Context: an optimization exercise on an open-source flow, tuned for small area. The choices shown serve that exercise and are no tape-out recipe. Only the layout flow was run in this run; the RTL was not checked for function there.

## flow/config.mk

```make
export PLATFORM = sky130hd
export DESIGN_NAME = pss_detector
export DESIGN_NICKNAME = pss_detector
export VERILOG_FILES = /design/flow/design.v
export SDC_FILE = /design/flow/constraint.sdc
export NUM_CORES = 4
export LEC_CHECK = 0
export CAP_MARGIN = 20
export CORE_MARGIN = 2
export CORE_UTILIZATION = 60
export SLEW_MARGIN = 20
export SYNTH_HIERARCHICAL = 1
```

## flow/constraint.sdc

```tcl
create_clock -name core_clock -period 11.0 [get_ports {clk_i}]
set_input_delay 2.2000 -clock core_clock [delete_from_list [all_inputs] [get_ports {clk_i}]]
set_output_delay 2.2000 -clock core_clock [all_outputs]
set_load 0.01 [all_outputs]
```

## flow/design.v

```verilog
`timescale 1ns/1ps
module pss_sample_window (
    input  logic [239:0] hist_i,
    input  logic [15:0]  sample_i,
    input  logic         shift_i,
    input  logic         hold_i,
    output logic [239:0] hist_o
);
    assign hist_o = ({240{shift_i}} & {hist_i[223:0], sample_i}) |
                    ({240{hold_i}}  & hist_i);
endmodule
`timescale 1ns/1ps
module pss_correlator_lane (
    input  logic [255:0] window_i,
    output logic [2:0]   ge_o
);
    wire s1, c2, s3, c4, s5, c6, s7, c8, s9, c10, s11, c12, s13, c14, s15, c16;
    wire s17, c18, s19, c20, s21, c22, s23, c24, s25, c26, s27, c28, s29, c30, s31, c32;
    wire s33, c34, s35, c36, s37, c38, s39, c40, s41, c42, s43, c44, s45, c46, s47, c48;
    wire s49, c50, s51, c52, s53, c54, s55, c56, s57, c58, s59, c60, s61, c62, s63, c64;
    wire s65, c66, s67, c68, s69, c70, s71, c72, s73, c74, s75, c76, s77, c78, s79, c80;
    wire s81, c82, s83, c84, s85, c86, s87, c88, s89, c90, s91, c92, s93, c94, s95, c96;
    wire s97, c98, s99, c100, s101, c102, s103, c104, s105, c106, s107, c108, s109, c110, s111, c112;
    wire s113, c114, s115, c116, s117, c118, s119, c120, s121, c122, s123, c124, s125, c126, s127, c128;
    wire s129, c130, s131, c132, s133, c134, s135, c136, s137, c138, s139, c140, s141, c142, s143, c144;
    wire s145, c146, s147, c148, s149, c150, s151, c152, s153, c154, s155, c156, s157, c158, s159, c160;
    wire s161, c162, s163, c164, s165, c166, s167, c168, s169, c170, s171, c172, s173, c174, s175, c176;
    wire s177, c178, s179, c180, s181, c182, s183, c184, s185, c186, s187, c188, s189, c190, s191, c192;
    wire s193, c194, s195, c196, s197, c198, s199, c200, s201, c202, s203, c204, s205, c206, s207, c208;
    wire s209, c210, s211, c212, s213, c214, s215, c216, s217, c218, s219, c220, s221, c222, s223, c224;
    wire s225, c226, s227, c228, s229, c230, s231, c232, s233, c234, s235, c236, s237, c238, s239, c240;
    wire s241, c242, s243, c244, s245, c246, s247, c248, s249, c250, s251, c252, s253, c254, s255, c256;
    wire s257, c258, s259, c260, s261, c262, s263, c264, s265, c266, s267, c268, s269, c270, s271, c272;
    wire s273, c274, s275, c276, s277, c278, s279, c280, s281, c282, s283, c284, s285, c286, s287, c288;
    wire s289, c290, s291, c292, s293, c294, s295, c296, s297, c298, s299, c300, s301, c302, s303, s305;
    wire c306, s307, c308, s309, c310, s311, c312, s313, c314, s315, c316, s317, c318, s319, c320, s321;
    wire c322, s323, c324, s325, c326, s327, c328, s329, c330, s331, c332, s333, c334, s335, s337, c338;
    wire s339, c340, s341, c342, s343, c344, s345, c346, s347, c348, s349, c350, s351, c352, s353, c354;
    wire s355, c356, s357, c358, s359, c360, s361, c362, s363, c364, s365, c366, s367, s369, c370, s371;
    wire c372, s373, c374, s375, c376, s377, c378, s379, c380, s381, c382, s383, c384, s385, c386, s387;
    wire c388, s389, c390, s391, c392, s393, c394, s395, c396, s397, c398, s399, c400, s401, c402, s403;
    wire c404, s405, c406, s407, c408, s409, c410, s411, c412, s413, c414, s415, c416, s417, c418, s419;
    wire c420, s421, c422, s423, c424, s425, c426, s427, c428, s429, c430, s431, c432, s433, c434, s435;
    wire c436, s437, c438, s439, c440, s441, c442, s443, c444, s445, c446, s447, c448, s449, c450, s451;
    wire c452, s453, c454, s455, c456, s457, c458, s459, c460, s461, c462, s463, c464, s465, c466, s467;
    wire c468, s469, c470, s471, c472, s473, c474, s475, c476, s477, c478, s479, c480, s481, c482, s483;
    wire c484, s485, c486, s487, c488, s489, c490, s491, c492, s493, c494, s495, c496, s497, c498, s499;
    wire c500, s501, c502, s503, c504, s505, c506, s507, c508, s509, c510, s511, c512, s513, c514, s515;
    wire c516, s517, c518, s519, c520, s521, c522, s523, c524, s525, c526, s527, c528, s529, c530, s531;
    wire c532, s533, c534, s535, c536, s537, c538, s539, c540, s541, c542, s543, c544, s545, c546, s547;
    wire c548, s549, c550, s551, c552, s553, c554, s555, c556, s557, c558, s559, c560, s561, c562, s563;
    wire c564, s565, c566, s567, c568, s569, c570, s571, c572, s573, c574, s575, c576, s577, c578, s579;
    wire c580, s581, c582, s583, c584, s585, c586, s587, c588, s589, c590, s591, c592, s593, c594, s595;
    wire c596, s597, c598, s599, c600, s601, c602, s603, c604, s605, c606, s607, c608, s609, c610, s611;
    wire c612, s613, c614, s615, c616, s617, c618, s619, c620, s621, c622, s623, c624, s625, c626, s627;
    wire c628, s629, c630, s631, c632, s633, c634, s635, c636, s637, c638, s639, c640, s641, c642, s643;
    wire c644, s645, c646, s647, c648, s649, c650, s651, c652, s653, c654, s655, c656, s657, c658, s659;
    wire c660, s661, c662, s663, c664, s665, c666, s667, c668, s669, c670, s671, s673, c674, s675, c676;
    wire s677, c678, s679, c680, s681, c682, s683, c684, s685, c686, s687, c688, s689, c690, s691, c692;
    wire s693, c694, s695, c696, s697, c698, s699, c700, s701, c702, s703, s705, c706, s707, c708, s709;
    wire c710, s711, c712, s713, c714, s715, c716, s717, c718, s719, c720, s721, c722, s723, c724, s725;
    wire c726, s727, c728, s729, c730, s731, c732, s733, c734, s735, x737, x738, x739, x740, x741, x742;
    wire x743, x744, x745, x746, x747, x748, x749, x750, x751, x752, x753, x754, x755, x756, x757, x758;
    wire x759, x760, s761, c762, c764, s765, c766, c768, s769, c770, c772, s773, c774, c776, s777, c778;
    wire c780, s781, c782, c784, s785, c786, c788, s789, c790, c792, s793, c794, c796, s797, c798, c800;
    wire s801, c802, c804, s805, c806, c808, s809, x811, x812, x813, x814, x815, x816, x817, x818, x819;
    wire x820, x821, x822, x823, x824, x825, x826, x827, x828, x829, x830, x831, x832, x833, x834, s835;
    wire c836, c838, s839, c840, c842, s843, c844, c846, s847, c848, c850, s851, c852, c854, s855, c856;
    wire c858, s859, c860, c862, s863, c864, c866, s867, c868, c870, s871, c872, c874, s875, c876, c878;
    wire s879, c880, c882, s883, x885, x886, x887, x888, x889, x890, x891, x892, x893, x894, x895, x896;
    wire x897, x898, x899, x900, x901, x902, x903, x904, x905, x906, x907, x908, s909, c910, c912, s913;
    wire c914, c916, s917, c918, c920, s921, c922, c924, s925, c926, c928, s929, c930, c932, s933, c934;
    wire c936, s937, c938, c940, s941, c942, c944, s945, c946, c948, s949, c950, c952, s953, c954, c956;
    wire s957;
    pss_ha u_s1 (.a(window_i[248]), .b(window_i[104]), .s(s1), .co(c2));
    pss_fa u_s3 (.a(window_i[249]), .b(window_i[105]), .c(c2), .s(s3), .co(c4));
    pss_fa u_s5 (.a(window_i[250]), .b(window_i[106]), .c(c4), .s(s5), .co(c6));
    pss_fa u_s7 (.a(window_i[251]), .b(window_i[107]), .c(c6), .s(s7), .co(c8));
    pss_fa u_s9 (.a(window_i[252]), .b(window_i[108]), .c(c8), .s(s9), .co(c10));
    pss_fa u_s11 (.a(window_i[253]), .b(window_i[109]), .c(c10), .s(s11), .co(c12));
    pss_fa u_s13 (.a(window_i[254]), .b(window_i[110]), .c(c12), .s(s13), .co(c14));
    pss_fa u_s15 (.a(window_i[255]), .b(window_i[111]), .c(~c14), .s(s15), .co(c16));
    pss_fa u_s17 (.a(window_i[184]), .b(window_i[88]), .c(window_i[8]), .s(s17), .co(c18));
    pss_fa u_s19 (.a(window_i[216]), .b(window_i[136]), .c(~s17), .s(s19), .co(c20));
    pss_fa u_s21 (.a(window_i[185]), .b(window_i[89]), .c(window_i[9]), .s(s21), .co(c22));
    pss_fa u_s23 (.a(window_i[217]), .b(window_i[137]), .c(~c18), .s(s23), .co(c24));
    pss_fa u_s25 (.a(~s21), .b(c20), .c(s23), .s(s25), .co(c26));
    pss_fa u_s27 (.a(window_i[186]), .b(window_i[90]), .c(window_i[10]), .s(s27), .co(c28));
    pss_fa u_s29 (.a(window_i[218]), .b(window_i[138]), .c(~c22), .s(s29), .co(c30));
    pss_fa u_s31 (.a(~s27), .b(c24), .c(s29), .s(s31), .co(c32));
    assign s33 = c26 ^ s31;
    assign c34 = c26 | s31;
    pss_fa u_s35 (.a(window_i[187]), .b(window_i[91]), .c(window_i[11]), .s(s35), .co(c36));
    pss_fa u_s37 (.a(window_i[219]), .b(window_i[139]), .c(~c28), .s(s37), .co(c38));
    pss_fa u_s39 (.a(~s35), .b(c30), .c(s37), .s(s39), .co(c40));
    pss_fa u_s41 (.a(c32), .b(s39), .c(c34), .s(s41), .co(c42));
    pss_fa u_s43 (.a(window_i[188]), .b(window_i[92]), .c(window_i[12]), .s(s43), .co(c44));
    pss_fa u_s45 (.a(window_i[220]), .b(window_i[140]), .c(~c36), .s(s45), .co(c46));
    pss_fa u_s47 (.a(~s43), .b(c38), .c(s45), .s(s47), .co(c48));
    pss_fa u_s49 (.a(c40), .b(s47), .c(c42), .s(s49), .co(c50));
    pss_fa u_s51 (.a(window_i[189]), .b(window_i[93]), .c(window_i[13]), .s(s51), .co(c52));
    pss_fa u_s53 (.a(window_i[221]), .b(window_i[141]), .c(~c44), .s(s53), .co(c54));
    pss_fa u_s55 (.a(~s51), .b(c46), .c(s53), .s(s55), .co(c56));
    pss_fa u_s57 (.a(c48), .b(s55), .c(c50), .s(s57), .co(c58));
    pss_fa u_s59 (.a(window_i[190]), .b(window_i[94]), .c(window_i[14]), .s(s59), .co(c60));
    pss_fa u_s61 (.a(window_i[222]), .b(window_i[142]), .c(~c52), .s(s61), .co(c62));
    pss_fa u_s63 (.a(~s59), .b(c54), .c(s61), .s(s63), .co(c64));
    pss_fa u_s65 (.a(c56), .b(s63), .c(c58), .s(s65), .co(c66));
    pss_fa u_s67 (.a(window_i[191]), .b(window_i[95]), .c(window_i[15]), .s(s67), .co(c68));
    pss_fa u_s69 (.a(window_i[223]), .b(window_i[143]), .c(c60), .s(s69), .co(c70));
    pss_fa u_s71 (.a(s67), .b(c62), .c(~s69), .s(s71), .co(c72));
    pss_fa u_s73 (.a(c64), .b(s71), .c(c66), .s(s73), .co(c74));
    pss_fa u_s75 (.a(c68), .b(~c70), .c(c72), .s(s75), .co(c76));
    assign s77 = c74 ^ s75;
    assign c78 = c74 | s75;
    assign s79 = c76 ^ c78;
    assign c80 = c76 | c78;
    pss_fa u_s81 (.a(window_i[168]), .b(window_i[120]), .c(window_i[40]), .s(s81), .co(c82));
    pss_fa u_s83 (.a(window_i[200]), .b(window_i[152]), .c(~s81), .s(s83), .co(c84));
    pss_fa u_s85 (.a(window_i[169]), .b(window_i[121]), .c(window_i[41]), .s(s85), .co(c86));
    pss_fa u_s87 (.a(window_i[201]), .b(window_i[153]), .c(~c82), .s(s87), .co(c88));
    pss_fa u_s89 (.a(~s85), .b(c84), .c(s87), .s(s89), .co(c90));
    pss_fa u_s91 (.a(window_i[170]), .b(window_i[122]), .c(window_i[42]), .s(s91), .co(c92));
    pss_fa u_s93 (.a(window_i[202]), .b(window_i[154]), .c(~c86), .s(s93), .co(c94));
    pss_fa u_s95 (.a(~s91), .b(c88), .c(s93), .s(s95), .co(c96));
    assign s97 = c90 ^ s95;
    assign c98 = c90 | s95;
    pss_fa u_s99 (.a(window_i[171]), .b(window_i[123]), .c(window_i[43]), .s(s99), .co(c100));
    pss_fa u_s101 (.a(window_i[203]), .b(window_i[155]), .c(~c92), .s(s101), .co(c102));
    pss_fa u_s103 (.a(~s99), .b(c94), .c(s101), .s(s103), .co(c104));
    pss_fa u_s105 (.a(c96), .b(s103), .c(c98), .s(s105), .co(c106));
    pss_fa u_s107 (.a(window_i[172]), .b(window_i[124]), .c(window_i[44]), .s(s107), .co(c108));
    pss_fa u_s109 (.a(window_i[204]), .b(window_i[156]), .c(~c100), .s(s109), .co(c110));
    pss_fa u_s111 (.a(~s107), .b(c102), .c(s109), .s(s111), .co(c112));
    pss_fa u_s113 (.a(c104), .b(s111), .c(c106), .s(s113), .co(c114));
    pss_fa u_s115 (.a(window_i[173]), .b(window_i[125]), .c(window_i[45]), .s(s115), .co(c116));
    pss_fa u_s117 (.a(window_i[205]), .b(window_i[157]), .c(~c108), .s(s117), .co(c118));
    pss_fa u_s119 (.a(~s115), .b(c110), .c(s117), .s(s119), .co(c120));
    pss_fa u_s121 (.a(c112), .b(s119), .c(c114), .s(s121), .co(c122));
    pss_fa u_s123 (.a(window_i[174]), .b(window_i[126]), .c(window_i[46]), .s(s123), .co(c124));
    pss_fa u_s125 (.a(window_i[206]), .b(window_i[158]), .c(~c116), .s(s125), .co(c126));
    pss_fa u_s127 (.a(~s123), .b(c118), .c(s125), .s(s127), .co(c128));
    pss_fa u_s129 (.a(c120), .b(s127), .c(c122), .s(s129), .co(c130));
    pss_fa u_s131 (.a(window_i[175]), .b(window_i[127]), .c(window_i[47]), .s(s131), .co(c132));
    pss_fa u_s133 (.a(window_i[207]), .b(window_i[159]), .c(c124), .s(s133), .co(c134));
    pss_fa u_s135 (.a(s131), .b(c126), .c(~s133), .s(s135), .co(c136));
    pss_fa u_s137 (.a(c128), .b(s135), .c(c130), .s(s137), .co(c138));
    pss_fa u_s139 (.a(c132), .b(~c134), .c(c136), .s(s139), .co(c140));
    assign s141 = c138 ^ s139;
    assign c142 = c138 | s139;
    assign s143 = c140 ^ c142;
    assign c144 = c140 | c142;
    pss_fa u_s145 (.a(window_i[232]), .b(window_i[72]), .c(window_i[56]), .s(s145), .co(c146));
    pss_ha u_s147 (.a(~window_i[24]), .b(s145), .s(s147), .co(c148));
    pss_fa u_s149 (.a(window_i[233]), .b(window_i[73]), .c(window_i[57]), .s(s149), .co(c150));
    pss_fa u_s151 (.a(~window_i[25]), .b(c146), .c(s149), .s(s151), .co(c152));
    pss_ha u_s153 (.a(c148), .b(s151), .s(s153), .co(c154));
    pss_fa u_s155 (.a(window_i[234]), .b(window_i[74]), .c(window_i[58]), .s(s155), .co(c156));
    pss_fa u_s157 (.a(~window_i[26]), .b(c150), .c(s155), .s(s157), .co(c158));
    pss_fa u_s159 (.a(c152), .b(s157), .c(c154), .s(s159), .co(c160));
    pss_fa u_s161 (.a(window_i[235]), .b(window_i[75]), .c(window_i[59]), .s(s161), .co(c162));
    pss_fa u_s163 (.a(~window_i[27]), .b(c156), .c(s161), .s(s163), .co(c164));
    pss_fa u_s165 (.a(c158), .b(s163), .c(c160), .s(s165), .co(c166));
    pss_fa u_s167 (.a(window_i[236]), .b(window_i[76]), .c(window_i[60]), .s(s167), .co(c168));
    pss_fa u_s169 (.a(~window_i[28]), .b(c162), .c(s167), .s(s169), .co(c170));
    pss_fa u_s171 (.a(c164), .b(s169), .c(c166), .s(s171), .co(c172));
    pss_fa u_s173 (.a(window_i[237]), .b(window_i[77]), .c(window_i[61]), .s(s173), .co(c174));
    pss_fa u_s175 (.a(~window_i[29]), .b(c168), .c(s173), .s(s175), .co(c176));
    pss_fa u_s177 (.a(c170), .b(s175), .c(c172), .s(s177), .co(c178));
    pss_fa u_s179 (.a(window_i[238]), .b(window_i[78]), .c(window_i[62]), .s(s179), .co(c180));
    pss_fa u_s181 (.a(~window_i[30]), .b(c174), .c(s179), .s(s181), .co(c182));
    pss_fa u_s183 (.a(c176), .b(s181), .c(c178), .s(s183), .co(c184));
    pss_fa u_s185 (.a(window_i[239]), .b(window_i[79]), .c(window_i[63]), .s(s185), .co(c186));
    pss_fa u_s187 (.a(window_i[31]), .b(c180), .c(~s185), .s(s187), .co(c188));
    pss_fa u_s189 (.a(c182), .b(s187), .c(c184), .s(s189), .co(c190));
    pss_fa u_s191 (.a(~c186), .b(c188), .c(c190), .s(s191), .co(c192));
    pss_ha u_s193 (.a(s1), .b(s83), .s(s193), .co(c194));
    pss_fa u_s195 (.a(s3), .b(c194), .c(s89), .s(s195), .co(c196));
    pss_fa u_s197 (.a(s5), .b(~s97), .c(c196), .s(s197), .co(c198));
    pss_fa u_s199 (.a(s7), .b(s105), .c(c198), .s(s199), .co(c200));
    pss_fa u_s201 (.a(s9), .b(s113), .c(c200), .s(s201), .co(c202));
    pss_fa u_s203 (.a(s11), .b(s121), .c(c202), .s(s203), .co(c204));
    pss_fa u_s205 (.a(s13), .b(s129), .c(c204), .s(s205), .co(c206));
    pss_fa u_s207 (.a(~s15), .b(s137), .c(c206), .s(s207), .co(c208));
    pss_fa u_s209 (.a(c16), .b(s141), .c(~c208), .s(s209), .co(c210));
    assign s211 = s143 ^ c210;
    assign c212 = s143 | c210;
    pss_ha u_s213 (.a(c144), .b(~c212), .s(s213), .co(c214));
    pss_ha u_s215 (.a(s19), .b(s147), .s(s215), .co(c216));
    pss_fa u_s217 (.a(s153), .b(c216), .c(s25), .s(s217), .co(c218));
    pss_fa u_s219 (.a(~s33), .b(s159), .c(c218), .s(s219), .co(c220));
    pss_fa u_s221 (.a(s41), .b(s165), .c(c220), .s(s221), .co(c222));
    pss_fa u_s223 (.a(s49), .b(s171), .c(c222), .s(s223), .co(c224));
    pss_fa u_s225 (.a(s57), .b(s177), .c(c224), .s(s225), .co(c226));
    pss_fa u_s227 (.a(s65), .b(s183), .c(c226), .s(s227), .co(c228));
    pss_fa u_s229 (.a(s73), .b(s189), .c(c228), .s(s229), .co(c230));
    pss_fa u_s231 (.a(~s77), .b(s191), .c(c230), .s(s231), .co(c232));
    pss_fa u_s233 (.a(c192), .b(~s79), .c(c232), .s(s233), .co(c234));
    pss_ha u_s235 (.a(c80), .b(c234), .s(s235), .co(c236));
    pss_ha u_s237 (.a(s83), .b(s147), .s(s237), .co(c238));
    pss_fa u_s239 (.a(s153), .b(c238), .c(s89), .s(s239), .co(c240));
    pss_fa u_s241 (.a(~s97), .b(s159), .c(c240), .s(s241), .co(c242));
    pss_fa u_s243 (.a(s105), .b(s165), .c(c242), .s(s243), .co(c244));
    pss_fa u_s245 (.a(s113), .b(s171), .c(c244), .s(s245), .co(c246));
    pss_fa u_s247 (.a(s121), .b(s177), .c(c246), .s(s247), .co(c248));
    pss_fa u_s249 (.a(s129), .b(s183), .c(c248), .s(s249), .co(c250));
    pss_fa u_s251 (.a(s137), .b(s189), .c(c250), .s(s251), .co(c252));
    pss_fa u_s253 (.a(~s141), .b(s191), .c(c252), .s(s253), .co(c254));
    pss_fa u_s255 (.a(c192), .b(~s143), .c(c254), .s(s255), .co(c256));
    pss_ha u_s257 (.a(c144), .b(c256), .s(s257), .co(c258));
    assign s259 = s193 ^ s215;
    assign c260 = s193 | s215;
    pss_fa u_s261 (.a(c260), .b(s195), .c(s217), .s(s261), .co(c262));
    pss_fa u_s263 (.a(s197), .b(s219), .c(c262), .s(s263), .co(c264));
    assign s265 = s261 ^ s263;
    assign c266 = s261 | s263;
    pss_fa u_s267 (.a(s199), .b(s221), .c(c264), .s(s267), .co(c268));
    assign s269 = c266 ^ s267;
    assign c270 = c266 | s267;
    pss_fa u_s271 (.a(s201), .b(s223), .c(c268), .s(s271), .co(c272));
    assign s273 = c270 ^ s271;
    assign c274 = c270 | s271;
    pss_fa u_s275 (.a(s203), .b(s225), .c(c272), .s(s275), .co(c276));
    assign s277 = c274 ^ s275;
    assign c278 = c274 | s275;
    pss_fa u_s279 (.a(s205), .b(s227), .c(c276), .s(s279), .co(c280));
    assign s281 = c278 ^ s279;
    assign c282 = c278 | s279;
    pss_fa u_s283 (.a(s207), .b(s229), .c(c280), .s(s283), .co(c284));
    assign s285 = c282 ^ s283;
    assign c286 = c282 | s283;
    pss_fa u_s287 (.a(~s209), .b(s231), .c(c284), .s(s287), .co(c288));
    assign s289 = c286 ^ s287;
    assign c290 = c286 | s287;
    pss_fa u_s291 (.a(s211), .b(s233), .c(c288), .s(s291), .co(c292));
    pss_ha u_s293 (.a(c290), .b(s291), .s(s293), .co(c294));
    pss_fa u_s295 (.a(s213), .b(s235), .c(c292), .s(s295), .co(c296));
    pss_ha u_s297 (.a(c294), .b(s295), .s(s297), .co(c298));
    pss_fa u_s299 (.a(c214), .b(c236), .c(c296), .s(s299), .co(c300));
    pss_ha u_s301 (.a(c298), .b(s299), .s(s301), .co(c302));
    assign s303 = c300 ^ c302;
    pss_ha u_s305 (.a(s193), .b(~s215), .s(s305), .co(c306));
    pss_fa u_s307 (.a(c306), .b(s195), .c(~s217), .s(s307), .co(c308));
    pss_fa u_s309 (.a(s197), .b(~s219), .c(c308), .s(s309), .co(c310));
    pss_fa u_s311 (.a(s199), .b(~s221), .c(c310), .s(s311), .co(c312));
    pss_fa u_s313 (.a(s201), .b(~s223), .c(c312), .s(s313), .co(c314));
    pss_fa u_s315 (.a(s203), .b(~s225), .c(c314), .s(s315), .co(c316));
    pss_fa u_s317 (.a(s205), .b(~s227), .c(c316), .s(s317), .co(c318));
    pss_fa u_s319 (.a(s207), .b(~s229), .c(c318), .s(s319), .co(c320));
    pss_fa u_s321 (.a(s209), .b(s231), .c(~c320), .s(s321), .co(c322));
    pss_fa u_s323 (.a(s233), .b(c322), .c(s321), .s(s323), .co(c324));
    pss_ha u_s325 (.a(s211), .b(~s323), .s(s325), .co(c326));
    pss_fa u_s327 (.a(~s213), .b(s235), .c(c324), .s(s327), .co(c328));
    pss_ha u_s329 (.a(c326), .b(~s327), .s(s329), .co(c330));
    pss_fa u_s331 (.a(~c214), .b(c236), .c(c328), .s(s331), .co(c332));
    pss_ha u_s333 (.a(c330), .b(~s331), .s(s333), .co(c334));
    assign s335 = ~c332 ^ c334;
    assign s337 = s261 ^ s237;
    assign c338 = s261 & s237;
    pss_fa u_s339 (.a(s239), .b(c338), .c(s265), .s(s339), .co(c340));
    pss_fa u_s341 (.a(s241), .b(s269), .c(c340), .s(s341), .co(c342));
    pss_fa u_s343 (.a(s243), .b(s273), .c(c342), .s(s343), .co(c344));
    pss_fa u_s345 (.a(s245), .b(s277), .c(c344), .s(s345), .co(c346));
    pss_fa u_s347 (.a(s247), .b(s281), .c(c346), .s(s347), .co(c348));
    pss_fa u_s349 (.a(s249), .b(s285), .c(c348), .s(s349), .co(c350));
    pss_fa u_s351 (.a(s251), .b(s289), .c(c350), .s(s351), .co(c352));
    pss_fa u_s353 (.a(s253), .b(c352), .c(s351), .s(s353), .co(c354));
    assign s355 = s293 ^ ~s353;
    assign c356 = s293 | ~s353;
    pss_fa u_s357 (.a(s255), .b(~s297), .c(c354), .s(s357), .co(c358));
    assign s359 = c356 ^ ~s357;
    assign c360 = c356 | ~s357;
    pss_fa u_s361 (.a(s257), .b(~s301), .c(c358), .s(s361), .co(c362));
    assign s363 = c360 ^ ~s361;
    assign c364 = c360 | ~s361;
    pss_fa u_s365 (.a(c258), .b(~s303), .c(c362), .s(s365), .co(c366));
    assign s367 = c364 ^ ~s365;
    pss_ha u_s369 (.a(window_i[240]), .b(window_i[96]), .s(s369), .co(c370));
    pss_fa u_s371 (.a(window_i[241]), .b(window_i[97]), .c(c370), .s(s371), .co(c372));
    pss_fa u_s373 (.a(window_i[242]), .b(window_i[98]), .c(c372), .s(s373), .co(c374));
    pss_fa u_s375 (.a(window_i[243]), .b(window_i[99]), .c(c374), .s(s375), .co(c376));
    pss_fa u_s377 (.a(window_i[244]), .b(window_i[100]), .c(c376), .s(s377), .co(c378));
    pss_fa u_s379 (.a(window_i[245]), .b(window_i[101]), .c(c378), .s(s379), .co(c380));
    pss_fa u_s381 (.a(window_i[246]), .b(window_i[102]), .c(c380), .s(s381), .co(c382));
    pss_fa u_s383 (.a(window_i[247]), .b(window_i[103]), .c(~c382), .s(s383), .co(c384));
    pss_fa u_s385 (.a(window_i[176]), .b(window_i[80]), .c(window_i[0]), .s(s385), .co(c386));
    pss_fa u_s387 (.a(window_i[208]), .b(window_i[128]), .c(~s385), .s(s387), .co(c388));
    pss_fa u_s389 (.a(window_i[177]), .b(window_i[81]), .c(window_i[1]), .s(s389), .co(c390));
    pss_fa u_s391 (.a(window_i[209]), .b(window_i[129]), .c(~c386), .s(s391), .co(c392));
    pss_fa u_s393 (.a(~s389), .b(c388), .c(s391), .s(s393), .co(c394));
    pss_fa u_s395 (.a(window_i[178]), .b(window_i[82]), .c(window_i[2]), .s(s395), .co(c396));
    pss_fa u_s397 (.a(window_i[210]), .b(window_i[130]), .c(~c390), .s(s397), .co(c398));
    pss_fa u_s399 (.a(~s395), .b(c392), .c(s397), .s(s399), .co(c400));
    assign s401 = c394 ^ s399;
    assign c402 = c394 | s399;
    pss_fa u_s403 (.a(window_i[179]), .b(window_i[83]), .c(window_i[3]), .s(s403), .co(c404));
    pss_fa u_s405 (.a(window_i[211]), .b(window_i[131]), .c(~c396), .s(s405), .co(c406));
    pss_fa u_s407 (.a(~s403), .b(c398), .c(s405), .s(s407), .co(c408));
    pss_fa u_s409 (.a(c400), .b(s407), .c(c402), .s(s409), .co(c410));
    pss_fa u_s411 (.a(window_i[180]), .b(window_i[84]), .c(window_i[4]), .s(s411), .co(c412));
    pss_fa u_s413 (.a(window_i[212]), .b(window_i[132]), .c(~c404), .s(s413), .co(c414));
    pss_fa u_s415 (.a(~s411), .b(c406), .c(s413), .s(s415), .co(c416));
    pss_fa u_s417 (.a(c408), .b(s415), .c(c410), .s(s417), .co(c418));
    pss_fa u_s419 (.a(window_i[181]), .b(window_i[85]), .c(window_i[5]), .s(s419), .co(c420));
    pss_fa u_s421 (.a(window_i[213]), .b(window_i[133]), .c(~c412), .s(s421), .co(c422));
    pss_fa u_s423 (.a(~s419), .b(c414), .c(s421), .s(s423), .co(c424));
    pss_fa u_s425 (.a(c416), .b(s423), .c(c418), .s(s425), .co(c426));
    pss_fa u_s427 (.a(window_i[182]), .b(window_i[86]), .c(window_i[6]), .s(s427), .co(c428));
    pss_fa u_s429 (.a(window_i[214]), .b(window_i[134]), .c(~c420), .s(s429), .co(c430));
    pss_fa u_s431 (.a(~s427), .b(c422), .c(s429), .s(s431), .co(c432));
    pss_fa u_s433 (.a(c424), .b(s431), .c(c426), .s(s433), .co(c434));
    pss_fa u_s435 (.a(window_i[183]), .b(window_i[87]), .c(window_i[7]), .s(s435), .co(c436));
    pss_fa u_s437 (.a(window_i[215]), .b(window_i[135]), .c(c428), .s(s437), .co(c438));
    pss_fa u_s439 (.a(s435), .b(c430), .c(~s437), .s(s439), .co(c440));
    pss_fa u_s441 (.a(c432), .b(s439), .c(c434), .s(s441), .co(c442));
    pss_fa u_s443 (.a(c436), .b(~c438), .c(c440), .s(s443), .co(c444));
    assign s445 = c442 ^ s443;
    assign c446 = c442 | s443;
    assign s447 = c444 ^ c446;
    assign c448 = c444 | c446;
    pss_fa u_s449 (.a(window_i[160]), .b(window_i[112]), .c(window_i[32]), .s(s449), .co(c450));
    pss_fa u_s451 (.a(window_i[192]), .b(window_i[144]), .c(~s449), .s(s451), .co(c452));
    pss_fa u_s453 (.a(window_i[161]), .b(window_i[113]), .c(window_i[33]), .s(s453), .co(c454));
    pss_fa u_s455 (.a(window_i[193]), .b(window_i[145]), .c(~c450), .s(s455), .co(c456));
    pss_fa u_s457 (.a(~s453), .b(c452), .c(s455), .s(s457), .co(c458));
    pss_fa u_s459 (.a(window_i[162]), .b(window_i[114]), .c(window_i[34]), .s(s459), .co(c460));
    pss_fa u_s461 (.a(window_i[194]), .b(window_i[146]), .c(~c454), .s(s461), .co(c462));
    pss_fa u_s463 (.a(~s459), .b(c456), .c(s461), .s(s463), .co(c464));
    assign s465 = c458 ^ s463;
    assign c466 = c458 | s463;
    pss_fa u_s467 (.a(window_i[163]), .b(window_i[115]), .c(window_i[35]), .s(s467), .co(c468));
    pss_fa u_s469 (.a(window_i[195]), .b(window_i[147]), .c(~c460), .s(s469), .co(c470));
    pss_fa u_s471 (.a(~s467), .b(c462), .c(s469), .s(s471), .co(c472));
    pss_fa u_s473 (.a(c464), .b(s471), .c(c466), .s(s473), .co(c474));
    pss_fa u_s475 (.a(window_i[164]), .b(window_i[116]), .c(window_i[36]), .s(s475), .co(c476));
    pss_fa u_s477 (.a(window_i[196]), .b(window_i[148]), .c(~c468), .s(s477), .co(c478));
    pss_fa u_s479 (.a(~s475), .b(c470), .c(s477), .s(s479), .co(c480));
    pss_fa u_s481 (.a(c472), .b(s479), .c(c474), .s(s481), .co(c482));
    pss_fa u_s483 (.a(window_i[165]), .b(window_i[117]), .c(window_i[37]), .s(s483), .co(c484));
    pss_fa u_s485 (.a(window_i[197]), .b(window_i[149]), .c(~c476), .s(s485), .co(c486));
    pss_fa u_s487 (.a(~s483), .b(c478), .c(s485), .s(s487), .co(c488));
    pss_fa u_s489 (.a(c480), .b(s487), .c(c482), .s(s489), .co(c490));
    pss_fa u_s491 (.a(window_i[166]), .b(window_i[118]), .c(window_i[38]), .s(s491), .co(c492));
    pss_fa u_s493 (.a(window_i[198]), .b(window_i[150]), .c(~c484), .s(s493), .co(c494));
    pss_fa u_s495 (.a(~s491), .b(c486), .c(s493), .s(s495), .co(c496));
    pss_fa u_s497 (.a(c488), .b(s495), .c(c490), .s(s497), .co(c498));
    pss_fa u_s499 (.a(window_i[167]), .b(window_i[119]), .c(window_i[39]), .s(s499), .co(c500));
    pss_fa u_s501 (.a(window_i[199]), .b(window_i[151]), .c(c492), .s(s501), .co(c502));
    pss_fa u_s503 (.a(s499), .b(c494), .c(~s501), .s(s503), .co(c504));
    pss_fa u_s505 (.a(c496), .b(s503), .c(c498), .s(s505), .co(c506));
    pss_fa u_s507 (.a(c500), .b(~c502), .c(c504), .s(s507), .co(c508));
    assign s509 = c506 ^ s507;
    assign c510 = c506 | s507;
    assign s511 = c508 ^ c510;
    assign c512 = c508 | c510;
    pss_fa u_s513 (.a(window_i[224]), .b(window_i[64]), .c(window_i[48]), .s(s513), .co(c514));
    pss_ha u_s515 (.a(~window_i[16]), .b(s513), .s(s515), .co(c516));
    pss_fa u_s517 (.a(window_i[225]), .b(window_i[65]), .c(window_i[49]), .s(s517), .co(c518));
    pss_fa u_s519 (.a(~window_i[17]), .b(c514), .c(s517), .s(s519), .co(c520));
    pss_ha u_s521 (.a(c516), .b(s519), .s(s521), .co(c522));
    pss_fa u_s523 (.a(window_i[226]), .b(window_i[66]), .c(window_i[50]), .s(s523), .co(c524));
    pss_fa u_s525 (.a(~window_i[18]), .b(c518), .c(s523), .s(s525), .co(c526));
    pss_fa u_s527 (.a(c520), .b(s525), .c(c522), .s(s527), .co(c528));
    pss_fa u_s529 (.a(window_i[227]), .b(window_i[67]), .c(window_i[51]), .s(s529), .co(c530));
    pss_fa u_s531 (.a(~window_i[19]), .b(c524), .c(s529), .s(s531), .co(c532));
    pss_fa u_s533 (.a(c526), .b(s531), .c(c528), .s(s533), .co(c534));
    pss_fa u_s535 (.a(window_i[228]), .b(window_i[68]), .c(window_i[52]), .s(s535), .co(c536));
    pss_fa u_s537 (.a(~window_i[20]), .b(c530), .c(s535), .s(s537), .co(c538));
    pss_fa u_s539 (.a(c532), .b(s537), .c(c534), .s(s539), .co(c540));
    pss_fa u_s541 (.a(window_i[229]), .b(window_i[69]), .c(window_i[53]), .s(s541), .co(c542));
    pss_fa u_s543 (.a(~window_i[21]), .b(c536), .c(s541), .s(s543), .co(c544));
    pss_fa u_s545 (.a(c538), .b(s543), .c(c540), .s(s545), .co(c546));
    pss_fa u_s547 (.a(window_i[230]), .b(window_i[70]), .c(window_i[54]), .s(s547), .co(c548));
    pss_fa u_s549 (.a(~window_i[22]), .b(c542), .c(s547), .s(s549), .co(c550));
    pss_fa u_s551 (.a(c544), .b(s549), .c(c546), .s(s551), .co(c552));
    pss_fa u_s553 (.a(window_i[231]), .b(window_i[71]), .c(window_i[55]), .s(s553), .co(c554));
    pss_fa u_s555 (.a(window_i[23]), .b(c548), .c(~s553), .s(s555), .co(c556));
    pss_fa u_s557 (.a(c550), .b(s555), .c(c552), .s(s557), .co(c558));
    pss_fa u_s559 (.a(~c554), .b(c556), .c(c558), .s(s559), .co(c560));
    pss_ha u_s561 (.a(s369), .b(s451), .s(s561), .co(c562));
    pss_fa u_s563 (.a(s371), .b(c562), .c(s457), .s(s563), .co(c564));
    pss_fa u_s565 (.a(s373), .b(~s465), .c(c564), .s(s565), .co(c566));
    pss_fa u_s567 (.a(s375), .b(s473), .c(c566), .s(s567), .co(c568));
    pss_fa u_s569 (.a(s377), .b(s481), .c(c568), .s(s569), .co(c570));
    pss_fa u_s571 (.a(s379), .b(s489), .c(c570), .s(s571), .co(c572));
    pss_fa u_s573 (.a(s381), .b(s497), .c(c572), .s(s573), .co(c574));
    pss_fa u_s575 (.a(~s383), .b(s505), .c(c574), .s(s575), .co(c576));
    pss_fa u_s577 (.a(c384), .b(s509), .c(~c576), .s(s577), .co(c578));
    assign s579 = s511 ^ c578;
    assign c580 = s511 | c578;
    pss_ha u_s581 (.a(c512), .b(~c580), .s(s581), .co(c582));
    pss_ha u_s583 (.a(s387), .b(s515), .s(s583), .co(c584));
    pss_fa u_s585 (.a(s521), .b(c584), .c(s393), .s(s585), .co(c586));
    pss_fa u_s587 (.a(~s401), .b(s527), .c(c586), .s(s587), .co(c588));
    pss_fa u_s589 (.a(s409), .b(s533), .c(c588), .s(s589), .co(c590));
    pss_fa u_s591 (.a(s417), .b(s539), .c(c590), .s(s591), .co(c592));
    pss_fa u_s593 (.a(s425), .b(s545), .c(c592), .s(s593), .co(c594));
    pss_fa u_s595 (.a(s433), .b(s551), .c(c594), .s(s595), .co(c596));
    pss_fa u_s597 (.a(s441), .b(s557), .c(c596), .s(s597), .co(c598));
    pss_fa u_s599 (.a(~s445), .b(s559), .c(c598), .s(s599), .co(c600));
    pss_fa u_s601 (.a(c560), .b(~s447), .c(c600), .s(s601), .co(c602));
    pss_ha u_s603 (.a(c448), .b(c602), .s(s603), .co(c604));
    pss_ha u_s605 (.a(s451), .b(s515), .s(s605), .co(c606));
    pss_fa u_s607 (.a(s521), .b(c606), .c(s457), .s(s607), .co(c608));
    pss_fa u_s609 (.a(~s465), .b(s527), .c(c608), .s(s609), .co(c610));
    pss_fa u_s611 (.a(s473), .b(s533), .c(c610), .s(s611), .co(c612));
    pss_fa u_s613 (.a(s481), .b(s539), .c(c612), .s(s613), .co(c614));
    pss_fa u_s615 (.a(s489), .b(s545), .c(c614), .s(s615), .co(c616));
    pss_fa u_s617 (.a(s497), .b(s551), .c(c616), .s(s617), .co(c618));
    pss_fa u_s619 (.a(s505), .b(s557), .c(c618), .s(s619), .co(c620));
    pss_fa u_s621 (.a(~s509), .b(s559), .c(c620), .s(s621), .co(c622));
    pss_fa u_s623 (.a(c560), .b(~s511), .c(c622), .s(s623), .co(c624));
    pss_ha u_s625 (.a(c512), .b(c624), .s(s625), .co(c626));
    assign s627 = s561 ^ s583;
    assign c628 = s561 | s583;
    pss_fa u_s629 (.a(c628), .b(s563), .c(s585), .s(s629), .co(c630));
    pss_fa u_s631 (.a(s565), .b(s587), .c(c630), .s(s631), .co(c632));
    assign s633 = s629 ^ s631;
    assign c634 = s629 | s631;
    pss_fa u_s635 (.a(s567), .b(s589), .c(c632), .s(s635), .co(c636));
    assign s637 = c634 ^ s635;
    assign c638 = c634 | s635;
    pss_fa u_s639 (.a(s569), .b(s591), .c(c636), .s(s639), .co(c640));
    assign s641 = c638 ^ s639;
    assign c642 = c638 | s639;
    pss_fa u_s643 (.a(s571), .b(s593), .c(c640), .s(s643), .co(c644));
    assign s645 = c642 ^ s643;
    assign c646 = c642 | s643;
    pss_fa u_s647 (.a(s573), .b(s595), .c(c644), .s(s647), .co(c648));
    assign s649 = c646 ^ s647;
    assign c650 = c646 | s647;
    pss_fa u_s651 (.a(s575), .b(s597), .c(c648), .s(s651), .co(c652));
    assign s653 = c650 ^ s651;
    assign c654 = c650 | s651;
    pss_fa u_s655 (.a(~s577), .b(s599), .c(c652), .s(s655), .co(c656));
    assign s657 = c654 ^ s655;
    assign c658 = c654 | s655;
    pss_fa u_s659 (.a(s579), .b(s601), .c(c656), .s(s659), .co(c660));
    pss_ha u_s661 (.a(c658), .b(s659), .s(s661), .co(c662));
    pss_fa u_s663 (.a(s581), .b(s603), .c(c660), .s(s663), .co(c664));
    pss_ha u_s665 (.a(c662), .b(s663), .s(s665), .co(c666));
    pss_fa u_s667 (.a(c582), .b(c604), .c(c664), .s(s667), .co(c668));
    pss_ha u_s669 (.a(c666), .b(s667), .s(s669), .co(c670));
    assign s671 = c668 ^ c670;
    pss_ha u_s673 (.a(s561), .b(~s583), .s(s673), .co(c674));
    pss_fa u_s675 (.a(c674), .b(s563), .c(~s585), .s(s675), .co(c676));
    pss_fa u_s677 (.a(s565), .b(~s587), .c(c676), .s(s677), .co(c678));
    pss_fa u_s679 (.a(s567), .b(~s589), .c(c678), .s(s679), .co(c680));
    pss_fa u_s681 (.a(s569), .b(~s591), .c(c680), .s(s681), .co(c682));
    pss_fa u_s683 (.a(s571), .b(~s593), .c(c682), .s(s683), .co(c684));
    pss_fa u_s685 (.a(s573), .b(~s595), .c(c684), .s(s685), .co(c686));
    pss_fa u_s687 (.a(s575), .b(~s597), .c(c686), .s(s687), .co(c688));
    pss_fa u_s689 (.a(s577), .b(s599), .c(~c688), .s(s689), .co(c690));
    pss_fa u_s691 (.a(s601), .b(c690), .c(s689), .s(s691), .co(c692));
    pss_ha u_s693 (.a(s579), .b(~s691), .s(s693), .co(c694));
    pss_fa u_s695 (.a(~s581), .b(s603), .c(c692), .s(s695), .co(c696));
    pss_ha u_s697 (.a(c694), .b(~s695), .s(s697), .co(c698));
    pss_fa u_s699 (.a(~c582), .b(c604), .c(c696), .s(s699), .co(c700));
    pss_ha u_s701 (.a(c698), .b(~s699), .s(s701), .co(c702));
    assign s703 = ~c700 ^ c702;
    assign s705 = s629 ^ s605;
    assign c706 = s629 & s605;
    pss_fa u_s707 (.a(s607), .b(c706), .c(s633), .s(s707), .co(c708));
    pss_fa u_s709 (.a(s609), .b(s637), .c(c708), .s(s709), .co(c710));
    pss_fa u_s711 (.a(s611), .b(s641), .c(c710), .s(s711), .co(c712));
    pss_fa u_s713 (.a(s613), .b(s645), .c(c712), .s(s713), .co(c714));
    pss_fa u_s715 (.a(s615), .b(s649), .c(c714), .s(s715), .co(c716));
    pss_fa u_s717 (.a(s617), .b(s653), .c(c716), .s(s717), .co(c718));
    pss_fa u_s719 (.a(s619), .b(s657), .c(c718), .s(s719), .co(c720));
    pss_fa u_s721 (.a(s621), .b(c720), .c(s719), .s(s721), .co(c722));
    assign s723 = s661 ^ ~s721;
    assign c724 = s661 | ~s721;
    pss_fa u_s725 (.a(s623), .b(~s665), .c(c722), .s(s725), .co(c726));
    assign s727 = c724 ^ ~s725;
    assign c728 = c724 | ~s725;
    pss_fa u_s729 (.a(s625), .b(~s669), .c(c726), .s(s729), .co(c730));
    assign s731 = c728 ^ ~s729;
    assign c732 = c728 | ~s729;
    pss_fa u_s733 (.a(c626), .b(~s671), .c(c730), .s(s733), .co(c734));
    assign s735 = c732 ^ ~s733;
    assign x737 = s259 ^ s303;
    assign x738 = s261 ^ s303;
    assign x739 = s265 ^ s303;
    assign x740 = s269 ^ s303;
    assign x741 = s273 ^ s303;
    assign x742 = s277 ^ s303;
    assign x743 = s281 ^ s303;
    assign x744 = s285 ^ s303;
    assign x745 = s289 ^ s303;
    assign x746 = s293 ^ s303;
    assign x747 = s297 ^ s303;
    assign x748 = s301 ^ s303;
    assign x749 = s627 ^ s671;
    assign x750 = s629 ^ s671;
    assign x751 = s633 ^ s671;
    assign x752 = s637 ^ s671;
    assign x753 = s641 ^ s671;
    assign x754 = s645 ^ s671;
    assign x755 = s649 ^ s671;
    assign x756 = s653 ^ s671;
    assign x757 = s657 ^ s671;
    assign x758 = s661 ^ s671;
    assign x759 = s665 ^ s671;
    assign x760 = s669 ^ s671;
    pss_fa u_s761 (.a(s303), .b(s671), .c(~x737), .s(s761), .co(c762));
    assign c764 = x749 & ~s761;
    pss_fa u_s765 (.a(x738), .b(x750), .c(~c762), .s(s765), .co(c766));
    assign c768 = c764 & s765;
    pss_fa u_s769 (.a(x739), .b(x751), .c(c766), .s(s769), .co(c770));
    assign c772 = c768 & s769;
    pss_fa u_s773 (.a(x740), .b(x752), .c(c770), .s(s773), .co(c774));
    assign c776 = c772 & s773;
    pss_fa u_s777 (.a(x741), .b(x753), .c(c774), .s(s777), .co(c778));
    assign c780 = c776 | s777;
    pss_fa u_s781 (.a(x742), .b(x754), .c(c778), .s(s781), .co(c782));
    assign c784 = c780 & s781;
    pss_fa u_s785 (.a(x743), .b(x755), .c(c782), .s(s785), .co(c786));
    assign c788 = c784 | s785;
    pss_fa u_s789 (.a(x744), .b(x756), .c(c786), .s(s789), .co(c790));
    assign c792 = c788 & s789;
    pss_fa u_s793 (.a(x745), .b(x757), .c(c790), .s(s793), .co(c794));
    assign c796 = c792 | s793;
    pss_fa u_s797 (.a(x746), .b(x758), .c(~c794), .s(s797), .co(c798));
    assign c800 = c796 | ~s797;
    pss_fa u_s801 (.a(x747), .b(x759), .c(c798), .s(s801), .co(c802));
    assign c804 = c800 & ~s801;
    pss_fa u_s805 (.a(x748), .b(x760), .c(c802), .s(s805), .co(c806));
    assign c808 = c804 | ~s805;
    assign s809 = ~c806 ^ c808;
    assign x811 = s259 ^ s367;
    assign x812 = s337 ^ s367;
    assign x813 = s339 ^ s367;
    assign x814 = s341 ^ s367;
    assign x815 = s343 ^ s367;
    assign x816 = s345 ^ s367;
    assign x817 = s347 ^ s367;
    assign x818 = s349 ^ s367;
    assign x819 = s351 ^ s367;
    assign x820 = s355 ^ s367;
    assign x821 = s359 ^ s367;
    assign x822 = s363 ^ s367;
    assign x823 = s627 ^ s735;
    assign x824 = s705 ^ s735;
    assign x825 = s707 ^ s735;
    assign x826 = s709 ^ s735;
    assign x827 = s711 ^ s735;
    assign x828 = s713 ^ s735;
    assign x829 = s715 ^ s735;
    assign x830 = s717 ^ s735;
    assign x831 = s719 ^ s735;
    assign x832 = s723 ^ s735;
    assign x833 = s727 ^ s735;
    assign x834 = s731 ^ s735;
    pss_fa u_s835 (.a(s367), .b(s735), .c(~x811), .s(s835), .co(c836));
    assign c838 = x823 & ~s835;
    pss_fa u_s839 (.a(x812), .b(x824), .c(~c836), .s(s839), .co(c840));
    assign c842 = c838 & s839;
    pss_fa u_s843 (.a(x813), .b(x825), .c(c840), .s(s843), .co(c844));
    assign c846 = c842 & s843;
    pss_fa u_s847 (.a(x814), .b(x826), .c(c844), .s(s847), .co(c848));
    assign c850 = c846 & s847;
    pss_fa u_s851 (.a(x815), .b(x827), .c(c848), .s(s851), .co(c852));
    assign c854 = c850 | s851;
    pss_fa u_s855 (.a(x816), .b(x828), .c(c852), .s(s855), .co(c856));
    assign c858 = c854 & s855;
    pss_fa u_s859 (.a(x817), .b(x829), .c(c856), .s(s859), .co(c860));
    assign c862 = c858 | s859;
    pss_fa u_s863 (.a(x818), .b(x830), .c(c860), .s(s863), .co(c864));
    assign c866 = c862 & s863;
    pss_fa u_s867 (.a(x819), .b(x831), .c(~c864), .s(s867), .co(c868));
    assign c870 = c866 | ~s867;
    pss_fa u_s871 (.a(x820), .b(x832), .c(~c868), .s(s871), .co(c872));
    assign c874 = c870 | s871;
    pss_fa u_s875 (.a(x821), .b(x833), .c(c872), .s(s875), .co(c876));
    assign c878 = c874 & s875;
    pss_fa u_s879 (.a(x822), .b(x834), .c(c876), .s(s879), .co(c880));
    assign c882 = c878 | s879;
    assign s883 = c880 ^ c882;
    assign x885 = s305 ^ s335;
    assign x886 = s307 ^ s335;
    assign x887 = s309 ^ s335;
    assign x888 = s311 ^ s335;
    assign x889 = s313 ^ s335;
    assign x890 = s315 ^ s335;
    assign x891 = s317 ^ s335;
    assign x892 = s319 ^ s335;
    assign x893 = s321 ^ s335;
    assign x894 = s325 ^ s335;
    assign x895 = s329 ^ s335;
    assign x896 = s333 ^ s335;
    assign x897 = s673 ^ s703;
    assign x898 = s675 ^ s703;
    assign x899 = s677 ^ s703;
    assign x900 = s679 ^ s703;
    assign x901 = s681 ^ s703;
    assign x902 = s683 ^ s703;
    assign x903 = s685 ^ s703;
    assign x904 = s687 ^ s703;
    assign x905 = s689 ^ s703;
    assign x906 = s693 ^ s703;
    assign x907 = s697 ^ s703;
    assign x908 = s701 ^ s703;
    pss_fa u_s909 (.a(s335), .b(s703), .c(x885), .s(s909), .co(c910));
    assign c912 = x897 | s909;
    pss_fa u_s913 (.a(x886), .b(x898), .c(c910), .s(s913), .co(c914));
    assign c916 = c912 | s913;
    pss_fa u_s917 (.a(x887), .b(x899), .c(c914), .s(s917), .co(c918));
    assign c920 = c916 | s917;
    pss_fa u_s921 (.a(x888), .b(x900), .c(c918), .s(s921), .co(c922));
    assign c924 = c920 | s921;
    pss_fa u_s925 (.a(x889), .b(x901), .c(c922), .s(s925), .co(c926));
    assign c928 = c924 & s925;
    pss_fa u_s929 (.a(x890), .b(x902), .c(c926), .s(s929), .co(c930));
    assign c932 = c928 | s929;
    pss_fa u_s933 (.a(x891), .b(x903), .c(c930), .s(s933), .co(c934));
    assign c936 = c932 & s933;
    pss_fa u_s937 (.a(x892), .b(x904), .c(c934), .s(s937), .co(c938));
    assign c940 = c936 | s937;
    pss_fa u_s941 (.a(x893), .b(x905), .c(c938), .s(s941), .co(c942));
    assign c944 = c940 & s941;
    pss_fa u_s945 (.a(x894), .b(x906), .c(c942), .s(s945), .co(c946));
    assign c948 = c944 & s945;
    pss_fa u_s949 (.a(x895), .b(x907), .c(c946), .s(s949), .co(c950));
    assign c952 = c948 | s949;
    pss_fa u_s953 (.a(x896), .b(x908), .c(c950), .s(s953), .co(c954));
    assign c956 = c952 & s953;
    assign s957 = c954 ^ c956;
    assign ge_o = {s957, s883, s809};
endmodule
module pss_fa (
    input  logic a,
    input  logic b,
    input  logic c,
    output logic s,
    output logic co
);
    assign s  = a ^ b ^ c;
    assign co = (a & b) | (a & c) | (b & c);
endmodule
module pss_ha (
    input  logic a,
    input  logic b,
    output logic s,
    output logic co
);
    assign s  = a ^ b;
    assign co = a & b;
endmodule
`timescale 1ns/1ps
module pss_nid2_decider (
    input  logic [2:0] ge_i,                
    input  logic [2:0] prev_i,              
    input  logic [1:0] code_i,              
    input  logic [1:0] mode_i,
    input  logic [1:0] requested_nid2_i,
    output logic [1:0] code_o,              
    output logic       hit_o                
);
    logic [2:0] peaks;
    assign peaks = ge_i & ~prev_i;
    always_comb begin
        case (peaks)
            3'b001:  code_o = 2'd0;
            3'b010:  code_o = 2'd1;
            3'b100:  code_o = 2'd2;
            default: code_o = 2'd3;
        endcase
    end
    always_comb begin
        case (mode_i)
            2'd0:    hit_o = (code_i != 2'd3);
            2'd1:    hit_o = (code_i != 2'd3) && (code_i == requested_nid2_i);
            default: hit_o = 1'b0;
        endcase
    end
endmodule
`timescale 1ns/1ps
module pss_detector (
    input  logic        clk_i,
    input  logic        reset_ni,
    input  logic [15:0] sample_i,           
    input  logic        sample_valid_i,
    input  logic [1:0]  mode_i,             
    input  logic [1:0]  requested_nid2_i,
    output logic [2:0]  result_o            
);
    logic         en_q;
    logic [239:0] hist_q;
    logic [239:0] hist_d;
    logic [2:0]   prev_q;
    logic [1:0]   code0_q, code1_q, code2_q, code3_q;
    logic         result_valid_q;
    logic [1:0]   result_nid2_q;
    logic         accept;
    logic         hold;
    logic [2:0]   ge;
    logic [1:0]   code;
    logic         hit;
    assign accept = sample_valid_i && en_q && reset_ni;
    assign hold   = reset_ni && !accept;
    pss_sample_window i_sample_window (
        .hist_i   (hist_q),
        .sample_i (sample_i),
        .shift_i  (accept),
        .hold_i   (hold),
        .hist_o   (hist_d)
    );
    always_ff @(posedge clk_i) begin
        hist_q <= hist_d;
    end
    pss_correlator_lane i_corr (
        .window_i ({hist_q, sample_i}),
        .ge_o     (ge)
    );
    pss_nid2_decider i_nid2_decider (
        .ge_i             (ge),
        .prev_i           (prev_q),
        .code_i           (code3_q),
        .mode_i           (mode_i),
        .requested_nid2_i (requested_nid2_i),
        .code_o           (code),
        .hit_o            (hit)
    );
    always_ff @(posedge clk_i) begin
        if (!reset_ni) begin
            en_q           <= 1'b0;
            prev_q         <= '0;
            code0_q        <= 2'd3;
            code1_q        <= 2'd3;
            code2_q        <= 2'd3;
            code3_q        <= 2'd3;
            result_valid_q <= 1'b0;
            result_nid2_q  <= '0;
        end else begin
            en_q           <= !mode_i[1];
            if (accept) prev_q <= ge;
            code0_q        <= accept ? code : 2'd3;
            code1_q        <= code0_q;
            code2_q        <= code1_q;
            code3_q        <= code2_q;
            result_valid_q <= hit;
            if (hit) result_nid2_q <= code3_q;
        end
    end
    assign result_o = {result_valid_q, result_nid2_q};
endmodule
```

## flow/run.sh

```bash
#!/bin/bash
# synth_recipe.tcl (not shown) runs the flow's synth.tcl, then flattens the netlist and writes it again
# the make line also repeats each setting of config.mk as NAME=value (left out here)
make -C /OpenROAD-flow-scripts/flow DESIGN_CONFIG=/design/flow/config.mk WORK_HOME=/design/flow/orfs CLKGATE_MAP_FILE= SYNTH_SCRIPT=/design/flow/synth_recipe.tcl finish
```

==> impl_metrics.tcl <==
set metrics [dict create \
    status "finished with violations" \
    so_faults "setup timing" \
    io_pins 26 \
    fin_util 0.756 \
    fmax_mhz 66.7 \
    finalInstanceArea_um2 21500 \
    maxCapViolCount 0 \
    seqCellArea_um2 5100 \
    dieHeight_um 173 \
    cp_max_fo 2 \
    grt_max_degree 97 \
    async_flop_share 0 \
    pre_cts_slack_ns -5.37 \
    antennaDiodeCount 0 \
    ant_nets 0 \
    setup_tns_ns -17.65 \
    grt_overflow 0 \
    drc 0 \
    min_period_ns 15.00 \
    min_path_type "reg2reg" \
    ys_ff_latch 255 \
    grt_usage 0.249 \
    final-setup-viol-count 5 \
    dpl-instance-area_um2 20100 \
    nets 2066 \
    clk_latency_ns 0.54 \
    ys.flop_type "dfxtp_1" \
    drt-vias-per-instance 5.13 \
    drv_slew 0 \
    timing.critical_path.mode_cell "fa_2" \
    drive_gt1_frac 0.333 \
    clock_path_buffers 3 \
    synth_most_common_cell "fa_1" \
    synth.top_cells.by_count "328 x fa_1, 255 x dfxtp_1, 240 x a22o_1, 200 x inv_1, 74 x xnor2_1" \
    path_clk_slew_ns 0.06 \
    wl_per_cell_um 17.0 \
    ys_seq_area_frac 0.296 \
    synth_edf_count 0 \
    min_period_over_period 1.36 \
    synth_top_area_frac 0.381 \
    hold_buffers 0 \
    die_w_um 173 \
    num-fill-cells 1948 \
    rows 62 \
    cts_sinks 255 \
    yosysTopAreaCell "fa_1" \
    htreeDepth 1 \
    relSlewSlack 0.316 \
    rsz0062_at_grt "yes" \
    rr_worst_depth 44 \
    numPortBuffers 25 \
    grt_pass1_vias 11928 \
    syn-instance-count 1306 \
    final-hold-violation-count 0 \
    worstPathRequired_ns 11.40 \
    routed_wl_mm 35.0 \
    synthTopCellsByArea "fa_1 38%, dfxtp_1 30%, a22o_1 12%, ha_1 5.1%, inv_1 4.4%" \
    globalplace.congestion 0.806 \
    synthToLayoutAreaGrowth_pct 24.9 \
    detail_route.first_pass.iterations 5 \
    ys_types 42 \
    critical_path.startpoint_type "primary input" \
    critPathKind "in2reg" \
    skew_ns 0.0110 \
    drt_iter0_drc 488 \
    cp_slowest_cell "fa_2" \
    yosys_warnings 8 \
    cts_buffers 28 \
    syn_area_per_cell_um2 13.2 \
    start_util 0.605 \
    worstMarginPinSlew_ns 1.03 \
    antenna_found_initial 1 \
    syn-cell-area_um2 17200 \
    cts_root_buffer "clkbuf_16" \
    dieArea_um2 30100 \
    critical_path.max_stage_delay_ns 0.54 \
    synthesis.nets 1727 \
    grt_pass1_wl_mm 60.0 \
    crit_arrival_ns 15.41 \
    multi_input_area_um2 11400 \
    hold_path_depth 1 \
    worst_slack_ns -4.00 \
    cts_tree "built" \
    core_area_um2 28500 \
    end_kind "flop" \
    dp_hpwl_mm 27.5 \
    vias 10522 \
]
==> layout make-up <==
type,instances,area share
multi-input cells,786,0.527
flip-flops and latches,255,0.237
repair buffers,374,0.135
clock buffers,45,0.0398
inverters,200,0.0349
well taps,384,0.0223
clock inverters,6,0.00384
==> cells by family after synthesis <==
family / Yosys count / synth area share
AOI/OAI and AO/OA: 264 / 0.132
xor gates and xnor gates: 81 / 0.0436
adders and majority gates: 398 / 0.432
buffers and inverters: 265 / 0.0799
DFF: 255 / 0.296
muxes: 2 / 0.00116
and+or+nand+nor: 41 / 0.0146
==> modules after synthesis (local to each module, per instance) <==
module,times used,flip-flops and latches,cells inside
pss_detector,1,255,283
pss_sample_window,1,0,294
pss_correlator_lane,1,0,357
pss_nid2_decider,1,0,12
pss_fa,328,0,1
pss_ha,32,0,1
==> state kept, by name, indices dropped and copies added, names as in the netlist <==
signal / cells
code3_q: 2
result_valid_q: 1
code1_q: 2
prev_q: 3
code2_q: 2
result_nid2_q: 2
hist_q: 240
code0_q: 2
en_q: 1
==> critical path, delay by kind of cell <==
kind,cells,cell delay (ns)
AO/OA/AOI/OAI,2,0.33
XOR/XNOR,3,0.59
adder cells (fa/ha/maj),30,11.15
buffers and inverters,8,0.46
AND/OR/NAND/NOR,4,0.65
==> what timing repair did <==
| item | in CTS | in global routing |
|---|---|---|
| pin swaps | 36 | 40 |
| gates resized for setup | 85 | 54 |
| setup buffers | 9 | 5 |
| setup endpoints to repair | 5 | 5 |
==> per-stage QoR <==
stage	hold slack, ns	instances
floorplan	0.385	1306
global placement	0.390	1985
detailed placement	0.393	1985
CTS	0.407	2045
global route	0.421	2050
finish	0.402	2050
==> final timing paths <==
kind / start / to / slack [ns]
worst max-delay path: sample_i[9] / code0_q[1] / -4.00
worst min-delay path: code0_q[0] / code1_q[0] / 0.40
worst max register to register: hist_q[152] / code0_q[1] / -3.01
worst min register to register: code0_q[0] / code1_q[0] / 0.40
==> layout by cell type, fill, tap and decap left out, types with 4 or more instances in the layout <==
master / Yosys / routed
inv_1: 200 / 180
inv_2: 0 / 20
fa_1: 328 / 226
buf_6: 46 / 4
nand2_1: 7 / 6
a22o_1: 240 / 240
xnor2_1: 74 / 68
clkbuf_8: 0 / 7
buf_4: 5 / 345
fa_2: 0 / 102
clkbuf_1: 0 / 9
nor2b_1: 5 / 4
nand2b_1: 7 / 4
dfxtp_1: 255 / 255
clkdlybuf4s50_1: 0 / 19
or2b_1: 6 / 6
ha_1: 70 / 54
clkbuf_16: 0 / 29
ha_4: 0 / 15
==> metal layers <==
metal / part of all wire / vias to the layer above / track usage
met4: 0.016 / 0 / 0.0526
met5: 0 / - / 0
li1: - / 4994 / -
met2: 0.48 / 112 / 0.407
met3: 0.028 / 44 / 0.0250
met1: 0.47 / 5372 / 0.366

==> afterwards: timing with drivers on the ports <==
Ports are ideal in the flow. The routed layout listed here was re-timed in OpenROAD.
Step 1 assumes that a clkbuf_16 drives the clock port and a buf_2 every other input.
Step 2 times the ports against the registers' clock, not the clock port: input delays grow and output delays shrink by t, the midpoint of the rising clock arrivals with the driver on.
a / b / c = ideal / step 1 / step 2; a / b = the first two.
shift t [ns]: 0.589
setup WS [ns]: -4.002 / -4.000 / -4.590
latest minus earliest clock arrival (ns): 0.011 / 0.011
worst data-port slew with drivers (ns): 0.07
For this run, drivers alone change the setup slack by +0.002 ns; drivers and shift together by -0.588 ns.
